Background: an optimization exercise with open tools, aiming at small area. Do not read the settings as production practice.
Where RTL was checked, it was by simulation tests only, not by an equivalence proof against the original.
Power is estimated from default activity; no workload was simulated.

==> flow/design.v <==
package udp_tx_pkg;
    localparam int PREAMBLE_LEN = 8;
    localparam int MAC_HDR_LEN  = 14;
    localparam int IP_HDR_LEN   = 20;
    localparam int UDP_HDR_LEN  = 8;
    localparam int HDR_LEN      = MAC_HDR_LEN + IP_HDR_LEN + UDP_HDR_LEN;
    localparam int FCS_LEN      = 4;
    localparam int MIN_PAYLOAD  = 46 - IP_HDR_LEN - UDP_HDR_LEN;
    localparam int LEN_W        = 16;
    localparam int MAX_PAYLOAD  = 1472;
    localparam logic [7:0]  PREAMBLE_BYTE = 8'h55;
    localparam logic [7:0]  SFD_BYTE      = 8'hD5;
    localparam logic [15:0] ETH_TYPE_IPV4 = 16'h0800;
    localparam logic [7:0]  IP_VER_IHL    = 8'h45;
    localparam logic [7:0]  IP_TTL        = 8'd64;
    localparam logic [7:0]  IP_PROTO_UDP  = 8'd17;
    localparam logic [31:0] CRC_POLY_REFL = 32'hEDB8_8320;
    localparam logic [31:0] CRC_INIT      = 32'hFFFF_FFFF;
    typedef enum logic [2:0] {
        PH_IDLE,
        PH_PREAMBLE,
        PH_HEADER,
        PH_PAYLOAD,
        PH_PAD,
        PH_FCS
    } tx_phase_t;
endpackage
`timescale 1ns/1ps
module udp_tx_top (
    input  logic        clk,
    input  logic        rst_n,
    input  logic        i_start,
    input  logic [47:0] i_mac_dst,
    input  logic [47:0] i_mac_src,
    input  logic [31:0] i_ip_src,
    input  logic [31:0] i_ip_dst,
    input  logic [15:0] i_udp_src_port,
    input  logic [15:0] i_udp_dst_port,
    input  logic [15:0] i_payload_len,
    input  logic [7:0]  i_payload,
    output logic        o_payload_req,
    output logic        o_tx_done,
    output logic        o_busy,
    output logic        o_gmii_tx_en,
    output logic [7:0]  o_gmii_txd
);
    localparam logic [31:0] CRC_IDLE = 32'h6F94_6430;
    localparam logic [7:0]  CSUM_HI  = 8'h05;
    localparam logic [7:0]  CSUM_LO  = 8'h2D;
    logic        busy;       
    logic        idle;       
    logic        tl;         
    logic        req_q1;
    logic        req_q2;
    logic [7:0]  pay_q1;
    logic [7:0]  pay_q2;
    logic [10:0] q;          
    logic [10:0] len_q;
    logic [95:0] ring_a;     
    logic [95:0] ring_b;
    logic [7:0]  acc_x;
    logic [7:0]  acc_y;
    logic        acc_c;
    logic [31:0] crc_n;      
    logic        hdr;
    logic [5:0]  p;
    logic        lt;
    logic        ge18;
    logic        last;
    logic        fcs;
    logic        req;
    logic        done;
    logic        sel_a;
    logic [7:0]  rt;
    logic [7:0]  t;
    logic [7:0]  b;
    logic [10:0] len_v;
    logic [31:0] crc;
    logic [31:0] crc_d;
    logic [7:0]  w;
    logic [95:0] mac_all;
    logic [95:0] ipp_all;
    logic [95:0] mac_ring;
    logic [95:0] ipp_ring;
    assign hdr  = &q[10:6];      
    assign p    = q[5:0];
    logic [11:0] lt_c;
    logic [10:0] q_inc;
    logic [10:0] inc_c;
    logic [10:0] len_k;
    logic [11:0] len_c;
    always_comb begin
        lt_c[0]  = 1'b0;
        inc_c[0] = 1'b1;
        len_c[0] = 1'b0;
        len_k    = {6'd0, !p[4], 1'b1, !p[4], 2'd0};
        for (int i = 0; i < 11; i++) begin
            lt_c[i+1] = (!q[i] & len_q[i]) | (!(q[i] ^ len_q[i]) & lt_c[i]);
            q_inc[i]  = q[i] ^ inc_c[i];
            if (i < 10) inc_c[i+1] = q[i] & inc_c[i];
            len_v[i]   = len_q[i] ^ len_k[i] ^ len_c[i];
            len_c[i+1] = (len_q[i] & len_k[i]) | (len_q[i] & len_c[i]) | (len_k[i] & len_c[i]);
        end
    end
    assign lt   = lt_c[11];
    assign ge18 = q >= 11'd18;
    assign last = busy && !tl && !hdr && !lt && ge18;
    assign fcs  = busy && tl && (q[2:0] != 3'd0);
    assign done = busy && tl && q[2];
    assign req  = busy && !tl && lt;
    assign sel_a = (p >= 6'd24) && (p <= 6'd35);
    assign rt    = (sel_a ? ring_a[7:0] : ring_b[7:0]) ^ {8{q[0]}};
    always_comb begin
        t = 8'h00;
        if (busy) begin
            if (fcs) begin
                t = crc_n[7:0];
            end else if (req_q2) begin
                t = pay_q2;
            end else if (hdr) begin
                case (p)
                    6'd16, 6'd17, 6'd18, 6'd19, 6'd20, 6'd21, 6'd22: t = 8'h55;
                    6'd23: t = 8'hD5;
                    6'd24, 6'd25, 6'd26, 6'd27, 6'd28, 6'd29,
                    6'd30, 6'd31, 6'd32, 6'd33, 6'd34, 6'd35: t = rt;
                    6'd36: t = 8'h08;
                    6'd38: t = 8'h45;
                    6'd40, 6'd62: t = {5'd0, len_v[10:8]};
                    6'd41, 6'd63: t = len_v[7:0];
                    6'd46: t = 8'd64;
                    6'd47: t = 8'd17;
                    6'd48, 6'd49: t = ~acc_x;
                    6'd50, 6'd51, 6'd52, 6'd53, 6'd54, 6'd55,
                    6'd56, 6'd57, 6'd58, 6'd59, 6'd60, 6'd61: t = rt;
                    default: t = 8'h00;
                endcase
            end
        end
    end
    always_comb begin
        case (p)
            6'd15, 6'd16, 6'd17, 6'd18, 6'd19, 6'd20, 6'd21, 6'd38: b = rt;
            6'd22:   b = CSUM_HI;
            6'd23:   b = CSUM_LO;
            default: b = 8'h00;
        endcase
    end
    logic [7:0] acc_s;
    logic [7:0] acc_co;
    always_comb begin
        for (int i = 0; i < 8; i++) begin
            acc_s[i]  = acc_x[i] ^ b[i] ^ (i == 0 ? acc_c : acc_co[i == 0 ? 0 : i-1]);
            acc_co[i] = (acc_x[i] & b[i]) | ((acc_x[i] ^ b[i]) & (i == 0 ? acc_c : acc_co[i == 0 ? 0 : i-1]));
        end
    end
    assign crc = ~crc_n;
    assign w   = fcs ? 8'h00 : (crc[7:0] ^ t);
    logic [31:0] tw;
    logic s8, s9, s10, s11, s12, s13, s14, s15, s16, s17, s18, s19, s20, s21, s22, s23, s24, s25, s26, s27, s28, s29, s30, s31, s32, s33, s34, s35, s36, s37, s38, s39, s40, s41, s42, s43, s44, s45, s46;
    assign s8 = w[0] ^ w[1];
    assign s9 = w[2] ^ w[3];
    assign s10 = w[4] ^ w[5];
    assign s11 = w[6] ^ w[7];
    assign s12 = w[0] ^ w[6];
    assign s13 = w[1] ^ w[7];
    assign s14 = w[2] ^ s10;
    assign s15 = w[3] ^ w[4];
    assign s16 = w[5] ^ s8;
    assign s17 = w[0] ^ w[4];
    assign s18 = w[1] ^ w[2];
    assign s19 = w[1] ^ s11;
    assign s20 = w[3] ^ s10;
    assign s21 = w[4] ^ s8;
    assign s22 = w[5] ^ s9;
    assign s23 = w[7] ^ s14;
    assign s24 = s11 ^ s15;
    assign s25 = w[0] ^ w[3];
    assign s26 = w[0] ^ s23;
    assign s27 = w[5] ^ s12;
    assign s28 = w[5] ^ s18;
    assign s29 = w[6] ^ s8;
    assign s30 = w[6] ^ s9;
    assign s31 = w[6] ^ s18;
    assign s32 = w[6] ^ s22;
    assign s33 = w[7] ^ s9;
    assign s34 = s8 ^ s11;
    assign s35 = s8 ^ s20;
    assign s36 = s9 ^ s11;
    assign s37 = s9 ^ s12;
    assign s38 = s9 ^ s17;
    assign s39 = s10 ^ s12;
    assign s40 = s11 ^ s16;
    assign s41 = s13 ^ s15;
    assign s42 = s13 ^ s20;
    assign s43 = s14 ^ s29;
    assign s44 = s16 ^ s30;
    assign s45 = s19 ^ s22;
    assign s46 = s21 ^ s36;
    assign tw[0] = crc[8] ^ w[2];
    assign tw[1] = crc[9] ^ s25;
    assign tw[2] = crc[10] ^ s21;
    assign tw[3] = crc[11] ^ s28;
    assign tw[4] = crc[12] ^ s37;
    assign tw[5] = crc[13] ^ s41;
    assign tw[6] = crc[14] ^ s10;
    assign tw[7] = crc[15] ^ s27;
    assign tw[8] = crc[16] ^ s19;
    assign tw[9] = crc[17] ^ w[7];
    assign tw[10] = crc[18] ^ w[2];
    assign tw[11] = crc[19] ^ w[3];
    assign tw[12] = crc[20] ^ s17;
    assign tw[13] = crc[21] ^ s16;
    assign tw[14] = crc[22] ^ s31;
    assign tw[15] = crc[23] ^ s33;
    assign tw[16] = crc[24] ^ s38;
    assign tw[17] = crc[25] ^ s35;
    assign tw[18] = crc[26] ^ s43;
    assign tw[19] = crc[27] ^ s45;
    assign tw[20] = crc[28] ^ s24;
    assign tw[21] = crc[29] ^ s23;
    assign tw[22] = crc[30] ^ s32;
    assign tw[23] = crc[31] ^ s24;
    assign tw[24] = s26;
    assign tw[25] = s44;
    assign tw[26] = s46;
    assign tw[27] = s42;
    assign tw[28] = s39;
    assign tw[29] = s40;
    assign tw[30] = s34;
    assign tw[31] = s13;
    assign crc_d = busy ? tw : CRC_IDLE;
    assign mac_all = {i_mac_dst, i_mac_src};
    assign ipp_all = {i_ip_src, i_ip_dst, i_udp_src_port, i_udp_dst_port};
    always_comb begin
        for (int s = 0; s < 12; s++) begin
            mac_ring[8*s +: 8] = mac_all[95 - 8*((s + 3) % 12) -: 8];
            ipp_ring[8*s +: 8] = ipp_all[95 - 8*((s + 1) % 12) -: 8];
        end
    end
    always_ff @(posedge clk or negedge rst_n) begin
        if (!rst_n) begin
            busy   <= 1'b0;
            idle   <= 1'b1;
            req_q1 <= 1'b0;
            req_q2 <= 1'b0;
        end else begin
            busy   <= busy ? !done : i_start;
            idle   <= busy ? done : !i_start;
            req_q1 <= req;
            req_q2 <= req_q1;
        end
    end
    always_ff @(posedge clk) begin
        pay_q1 <= i_payload;
        pay_q2 <= pay_q1;
        crc_n  <= ~crc_d;
        len_q  <= (len_q & {11{busy}}) | (i_payload_len[10:0] & {11{idle}});
        ring_a <= ~(({ring_a[7:0], ring_a[95:8]} | {96{idle}}) & (mac_ring | {96{busy}}));
        ring_b <= ~(({ring_b[7:0], ring_b[95:8]} | {96{idle}}) & (ipp_ring | {96{busy}}));
        if (!busy) begin
            q     <= 11'd1999;
            tl    <= 1'b0;
            acc_x <= i_payload_len[7:0];
            acc_y <= {5'b10000, i_payload_len[10:8]};
            acc_c <= 1'b0;
        end else begin
            q     <= last ? 11'd0 : q_inc;
            tl    <= tl | last;
            acc_x <= acc_y;
            {acc_c, acc_y} <= {acc_co[7], acc_s};
        end
    end
    assign o_busy        = busy;
    assign o_payload_req = req;
    assign o_tx_done     = done;
    assign o_gmii_tx_en  = busy && !(hdr && p == 6'd15);
    assign o_gmii_txd    = t;
endmodule
==> flow/config.mk <==
export PLATFORM = sky130hd
export DESIGN_NAME = udp_tx_top
export DESIGN_NICKNAME = udp_tx_top
export VERILOG_FILES = /design/flow/design.v
export SDC_FILE = /design/flow/constraint.sdc
export NUM_CORES = 4
export LEC_CHECK = 0
export CAP_MARGIN = 20
export CORE_MARGIN = 2
export CORE_UTILIZATION = 40
export SLEW_MARGIN = 20
==> flow/constraint.sdc <==
create_clock -name core_clock -period 6.0 [get_ports {clk}]
set_input_delay 1.2000 -clock core_clock [delete_from_list [all_inputs] [get_ports {clk}]]
set_output_delay 1.2000 -clock core_clock [all_outputs]
set_load 0.01 [all_outputs]
standard.sh (not shown) runs the stock make flow with config.mk's settings and CLKGATE_MAP_FILE= SYNTH_SCRIPT=/design/flow/synth_recipe.tcl, a recipe that flattens the netlist after the stock synthesis.
==> flow/flow/run.sh <==
#!/bin/bash
# The standard flow; port buffers of the smallest buffer, cells shrunk to their smallest
# variant after floorplan, a clock tree of clkbuf_8 without dummy loads
bash standard.sh finish "BUFFER_PORTS_ARGS=-buffer_cell sky130_fd_sc_hd__buf_1" \
  "POST_FLOORPLAN_TCL=$PWD/flow/downsize.tcl" \
  "CTS_ARGS=-sink_clustering_enable -repair_clock_nets -dont_use_dummy_load -buf_list sky130_fd_sc_hd__clkbuf_8 -sink_clustering_size 20 -sink_clustering_max_diameter 60" > standard.log 2>&1
==> flow/flow/downsize.tcl <==
# after floorplan: give every standard cell the smallest-area variant of its function;
# the placement and clock-tree repair steps then size up what timing and slew need
set db [ord::get_db]
set dont_use {}
if { [info exists ::env(DONT_USE_CELLS)] } { set dont_use $::env(DONT_USE_CELLS) }
array set best {}
foreach lib [$db getLibs] {
  foreach m [$lib getMasters] {
    set n [$m getName]
    if { ![regexp {^(sky130_fd_sc_hd__[a-z0-9]+)_([0-9]+)$} $n -> base sz] } { continue }
    set skip 0
    foreach p $dont_use { if { [string match $p $n] } { set skip 1 } }
    if { $skip } { continue }
    set a [expr { [$m getWidth] * [$m getHeight] }]
    if { ![info exists best($base)] || $a < [lindex $best($base) 0] || ($a == [lindex $best($base) 0] && $sz > [lindex $best($base) 1]) } {
      set best($base) [list $a $sz $m]
    }
  }
}
set n_swapped 0
foreach inst [[ord::get_db_block] getInsts] {
  set m [$inst getMaster]
  if { ![regexp {^(sky130_fd_sc_hd__[a-z0-9]+)_([0-9]+)$} [$m getName] -> base sz] } { continue }
  if { ![info exists best($base)] } { continue }
  set nm [lindex $best($base) 2]
  if { [$nm getName] ne [$m getName] } {
    $inst swapMaster $nm
    incr n_swapped
  }
}
puts "downsize: $n_swapped instances swapped to their smallest variant"
The baseline completed without violations.
Next try:
--- a/flow/design.v
+++ b/flow/design.v
@@ -81,38 +81,21 @@
     logic [95:0] mac_all;
     logic [95:0] ipp_all;
     logic [95:0] mac_ring;
     logic [95:0] ipp_ring;
     assign hdr  = &q[10:6];      
     assign p    = q[5:0];
-    logic [11:0] lt_c;
-    logic [10:0] q_inc;
-    logic [10:0] inc_c;
-    logic [10:0] len_k;
-    logic [11:0] len_c;
-    always_comb begin
-        lt_c[0]  = 1'b0;
-        inc_c[0] = 1'b1;
-        len_c[0] = 1'b0;
-        len_k    = {6'd0, !p[4], 1'b1, !p[4], 2'd0};
-        for (int i = 0; i < 11; i++) begin
-            lt_c[i+1] = (!q[i] & len_q[i]) | (!(q[i] ^ len_q[i]) & lt_c[i]);
-            q_inc[i]  = q[i] ^ inc_c[i];
-            if (i < 10) inc_c[i+1] = q[i] & inc_c[i];
-            len_v[i]   = len_q[i] ^ len_k[i] ^ len_c[i];
-            len_c[i+1] = (len_q[i] & len_k[i]) | (len_q[i] & len_c[i]) | (len_k[i] & len_c[i]);
-        end
-    end
-    assign lt   = lt_c[11];
+    assign lt   = q < len_q;
     assign ge18 = q >= 11'd18;
     assign last = busy && !tl && !hdr && !lt && ge18;
     assign fcs  = busy && tl && (q[2:0] != 3'd0);
     assign done = busy && tl && q[2];
     assign req  = busy && !tl && lt;
     assign sel_a = (p >= 6'd24) && (p <= 6'd35);
     assign rt    = (sel_a ? ring_a[7:0] : ring_b[7:0]) ^ {8{q[0]}};
+    assign len_v = len_q + {6'd0, !p[4], 1'b1, !p[4], 2'd0};
     always_comb begin
         t = 8'h00;
         if (busy) begin
             if (fcs) begin
                 t = crc_n[7:0];
             end else if (req_q2) begin
@@ -141,20 +124,12 @@
         case (p)
             6'd15, 6'd16, 6'd17, 6'd18, 6'd19, 6'd20, 6'd21, 6'd38: b = rt;
             6'd22:   b = CSUM_HI;
             6'd23:   b = CSUM_LO;
             default: b = 8'h00;
         endcase
-    end
-    logic [7:0] acc_s;
-    logic [7:0] acc_co;
-    always_comb begin
-        for (int i = 0; i < 8; i++) begin
-            acc_s[i]  = acc_x[i] ^ b[i] ^ (i == 0 ? acc_c : acc_co[i == 0 ? 0 : i-1]);
-            acc_co[i] = (acc_x[i] & b[i]) | ((acc_x[i] ^ b[i]) & (i == 0 ? acc_c : acc_co[i == 0 ? 0 : i-1]));
-        end
     end
     assign crc = ~crc_n;
     assign w   = fcs ? 8'h00 : (crc[7:0] ^ t);
     logic [31:0] tw;
     logic s8, s9, s10, s11, s12, s13, s14, s15, s16, s17, s18, s19, s20, s21, s22, s23, s24, s25, s26, s27, s28, s29, s30, s31, s32, s33, s34, s35, s36, s37, s38, s39, s40, s41, s42, s43, s44, s45, s46;
     assign s8 = w[0] ^ w[1];
@@ -261,16 +236,16 @@
             q     <= 11'd1999;
             tl    <= 1'b0;
             acc_x <= i_payload_len[7:0];
             acc_y <= {5'b10000, i_payload_len[10:8]};
             acc_c <= 1'b0;
         end else begin
-            q     <= last ? 11'd0 : q_inc;
+            q     <= last ? 11'd0 : q + 11'd1;
             tl    <= tl | last;
             acc_x <= acc_y;
-            {acc_c, acc_y} <= {acc_co[7], acc_s};
+            {acc_c, acc_y} <= {1'b0, acc_x} + {1'b0, b} + {8'd0, acc_c};
         end
     end
     assign o_busy        = busy;
     assign o_payload_req = req;
     assign o_tx_done     = done;
     assign o_gmii_tx_en  = busy && !(hdr && p == 6'd15);
After rerunning: The new run finished with timing, DRC and antenna clean; global-route usage decreases by 0.54 points; worst setup slack is better by 170 ps; sequential power is about the same; clock skew fell by 30 ps; core utilization came out lower by 0.81 points; routed wire length rises by 2.9%; cell area grows by 3.9%; non-clock buffer count drops by 3.
Only the layout flow was run in the second run of this note; the RTL was not checked for function there.

==> static timing again, ports no longer ideal <==
The results above use ideal ports. As a check the final layouts listed here were re-extracted and re-timed, cells and wires unchanged. Step 1 sets driving cells, clkbuf_16 on the clock port and buf_2 on the other inputs (assumed; they add their load-dependent delay and slew). Step 2 moves the port delays by t, midway between the first and last clock arrival at a register: inputs arrive t later, outputs are due t later. That takes back most of the time a late clock gives input paths. Slacks: ideal / step 1 / step 2; pairs: ideal / step 1.
run	t (ns)	setup WS [ns]	worst slew at a driven data input, ns
the first run	0.583	0.625 / 0.581 / 0.625	0.07
the second run	0.600	0.795 / 0.753 / 1.219	0.06
After both steps every run listed still meets setup and hold.
